This is an optimization exercise on Yosys and OpenROAD, whose aim is small area and a short achievable clock period, not a production implementation. Where RTL was checked, it was by simulation tests only, not by an equivalence proof against the original. No activity file was given, so power comes from the tool's default toggle rates.

== v53 ==
==> flow/design.v (excerpt) <==
module dual_issue_decode (
	input  logic			clk,
	input  logic			reset,
	input  logic [31:0]		instr_first,
	input  logic [31:0]		instr_second,
	input  logic [7:0]		pc,
	input  logic [7:0]		branch_pc,
	input  logic			branch_taken,
	output logic [31:0]		even_instr,
	output logic [10:0]		even_op,
	output logic [1:0]		even_unit,
	output logic [6:0]		even_rt,
	output logic			even_write,
	output logic [31:0]		odd_instr,
	output logic [10:0]		odd_op,
	output logic [1:0]		odd_unit,
	output logic [6:0]		odd_rt,
	output logic			odd_write,
	output logic			first_odd,
	output logic			stall,
	output logic [7:0]		stall_pc
);
export LEC_CHECK = 0
export CAP_MARGIN = 20
export CORE_MARGIN = 2
export CORE_UTILIZATION = 35
export CTS_CLUSTER_SIZE = 40
export PLACE_DENSITY = 0.5
export SETUP_SLACK_MARGIN = 4.7
export SLEW_MARGIN = 20
create_clock -name core_clock -period 9.0 [get_ports {clk}]
standard.sh (not shown) runs the stock make flow with config.mk's settings and CLKGATE_MAP_FILE= SYNTH_SCRIPT=/design/flow/synth_recipe.tcl, a recipe that flattens the netlist after the stock synthesis.
==> flow/flow/run.sh <==
#!/bin/bash
# The standard layout, with two changes:
#  - synthesis maps with an area-oriented ABC script (flow/abc_area.script),
#    otherwise the same as synth_recipe.tcl;
#  - the port buffers are plain buf_1 cells.
set -euo pipefail
HERE=$(pwd)
export BUFFER_PORTS_ARGS="-buffer_cell sky130_fd_sc_hd__buf_1"
export MY_ABC_SCRIPT=$HERE/flow/abc_area.script
sed "s#SYNTH_SCRIPT=[^ ]*#SYNTH_SCRIPT=$HERE/flow/synth.tcl#" standard.sh > own_standard.sh
bash own_standard.sh > flow_make.log 2>&1
==> flow/flow/abc_area.script <==
strash
dch
map -a
topo
stime -c
buffer -c
upsize -c
dnsize -c
==> flow/flow/synth.tcl <==
# The standard synthesis (synth_recipe.tcl), with ABC's mapping script replaced
# by the area-oriented one next to this file.
proc synth {args} { yosys synth -nofsm -noshare {*}$args }
proc abc {args} {
  set i [lsearch -exact $args -script]
  if { $i >= 0 && [info exists ::env(MY_ABC_SCRIPT)] } {
    set args [lreplace $args $i [expr {$i + 1}] -script $::env(MY_ABC_SCRIPT)]
  }
  yosys abc {*}$args
}
source $::env(SCRIPTS_DIR)/synth.tcl
# left out here: clear keep_hierarchy, flatten, clean up, hide names made inside functions, write 1_2_yosys.v
v53: PASS, flow complete, no timing, DRC or antenna violations
#### Input delta (v4 over v53)
Settings: CORE_UTILIZATION: 35 -> 25; CTS_CLUSTER_SIZE: 40 -> unset; PLACE_DENSITY: 0.5 -> 0.4.
==> flow/flow/abc_area.script <==
strash
ifraig
scorr
dc2
strash
dch -f
map -a
topo
stime -c
buffer -c
upsize -c
dnsize -c
Notes after the runs:
- A path type of the worst setup path of reg2out is what v53 shows, while in2reg belongs to v4.
- Diff v53 -> v4: cell row count saw an increase; final setup slack of the worst path decreased 0.080 ns; number of DRC markers in iteration 0 went down by 7.2%; flip-flop and latch count neither gained nor lost much.
- Lower total power among v53 and v4: v53
- The run showing the greater maximum achievable frequency is v53.
- As of v4, wire length had risen by a few percent compared to v53.
- v53 has a higher synthesized cell count than v4.
- Sort v53 and v4 by critical path depth, descending, and v4 comes first.
- Clock-buffer cell count on v4 is up relative to v53.
The inputs of v22 differ from those of v4 as listed below.
Settings: changing CORE_UTILIZATION from 25 to 35; changing PLACE_DENSITY from 0.4 to 0.5.
diff --git a/flow/flow/run.sh b/flow/flow/run.sh
--- a/flow/flow/run.sh
+++ b/flow/flow/run.sh
@@ -8,0 +9 @@
+export SKIP_GATE_CLONING=1
==> flow/flow/abc_area.script <==
strash
dch
map -a
topo
stime -c
buffer -c
upsize -c
dnsize -c
--- outcome ---
- Looking at power, v22 sits 2.7% below v4.
- The total wire length after detailed routing of v22 is lower than that of v4.
- Side by side, area added between synthesis and finish turned out lower in v22 than in v4.
- Compared with v4, in v22 clock power share went up, non-clock buffer area fraction after layout went down, final critical-path required period went down, wire length of the first global-routing pass went down.
Edits applied to the flow inputs when going from v22 to v49:
Settings: changing SETUP_SLACK_MARGIN from 4.7 to 5.0.
diff --git a/flow/flow/run.sh b/flow/flow/run.sh
--- a/flow/flow/run.sh
+++ b/flow/flow/run.sh
@@ -9 +8,0 @@
-export SKIP_GATE_CLONING=1
==> results.txt <==
- Both conditions hold for v49: the flow ran to the end and the final layout passed the timing, design-rule and antenna checks.
- For clock skew, v49 and v22 come out practically identical.
- v49 vs v22: routed metal-1 wire length up slightly
- Across both runs, share of final-layout standard cells stronger than drive strength 1 was higher for v49 than for v22.

========
dual_issue_decode, a different RTL version from the one above (not shown whole).
For scale: ~1400 cells after synthesis, roughly 0.012 mm2 of cells after synthesis.
clock: 9.0 ns
lec_check: 0
cap_margin: 20
core_margin: 2
core_utilization: 35
place_density: 0.5
setup_slack_margin: 4.7
slew_margin: 20
==> flow/flow/run.sh <==
#!/bin/bash
# The standard layout, with two changes:
#  - synthesis maps with an area-oriented ABC script (flow/abc_area.script),
#    otherwise the same as synth_recipe.tcl;
#  - the port buffers are plain buf_1 cells.
set -euo pipefail
HERE=$(pwd)
export BUFFER_PORTS_ARGS="-buffer_cell sky130_fd_sc_hd__buf_1"
export MY_ABC_SCRIPT=$HERE/flow/abc_area.script
sed "s#SYNTH_SCRIPT=[^ ]*#SYNTH_SCRIPT=$HERE/flow/synth.tcl#" standard.sh > own_standard.sh
bash own_standard.sh > flow_make.log 2>&1
==> flow/flow/abc_area.script <==
strash
&get -n
&st
&dch
&nf -a
&put
Scripts as last shown in full above: flow/flow/synth.tcl
==> next run, changes <==
==> flow/flow/abc_area.script (replaced) <==
strash
dch
map -a
topo
stime -c
buffer -c
upsize -c
dnsize -c
Result:
- utilization shrinks by 2.2 points
- final cell count grows by 21%
- clock power grows by 3.5%
- synthesized cell count grows by 38%
- power grows by 6.7%
- routed wire length grows by 37%
==> next run, changes <==
==> flow/flow/abc_area.script (replaced) <==
strash
dch
map -a
The changed run ran to the end with no violations. Total power drops by a few percent. Routed wire length drops by a few percent. First-iteration DRC count drops slightly. Cell area drops by a few percent. Setup slack stays flat. Synthesized area drops by a few percent.
No functional check of the RTL was part of any run of this note.

==> static timing again, ports no longer ideal <==
No port has a modelled driver above. Below, the same layouts with a new extraction and two added sets of constraints.
Step 1: set_driving_cell puts a clkbuf_16 on clk and a buf_2 on each other input, an assumption about the parent block.
Step 2 moves the port delays by t, midway between the first and last clock arrival at a register: inputs arrive t later, outputs are due t later. That takes back most of the time a late clock gives input paths.
a / b / c = ideal / step 1 / step 2; a / b = the first two.
| run | shift t [ns] | setup slack, ns | worst setup path after step 2 | clock arrival spread, ns | worst register clock-pin slew, ns |
|---|---|---|---|---|---|
| v53 | 0.517 | 4.776 / 4.722 / 4.289 | input to register | 0.013 / 0.012 | 0.07 / 0.07 |
| v4 | 0.513 | 4.696 / 4.671 / 4.210 | input to register | 0.012 / 0.012 | 0.07 / 0.07 |
| v22 | 0.516 | 4.706 / 4.707 / 4.225 | input to register | 0.011 / 0.011 | 0.07 / 0.07 |
| v49 | 0.522 | 4.902 / 4.926 / 4.404 | input to register | 0.012 / 0.012 | 0.07 / 0.07 |
| the first run of note 2 | 0.480 | 4.383 / 4.413 / 3.933 | input to register | 0.016 / 0.016 | 0.08 / 0.08 |
| the second run of note 2 | 0.513 | 4.695 / 4.725 / 4.212 | input to register | 0.018 / 0.018 | 0.08 / 0.08 |
| the third run of note 2 | 0.522 | 4.693 / 4.718 / 4.204 | input to register | 0.021 / 0.021 | 0.09 / 0.09 |
After both steps setup and hold are still met in every run listed. For v49, which loses most, drivers alone change the setup slack by +0.024 ns; drivers and shift together by -0.498 ns.
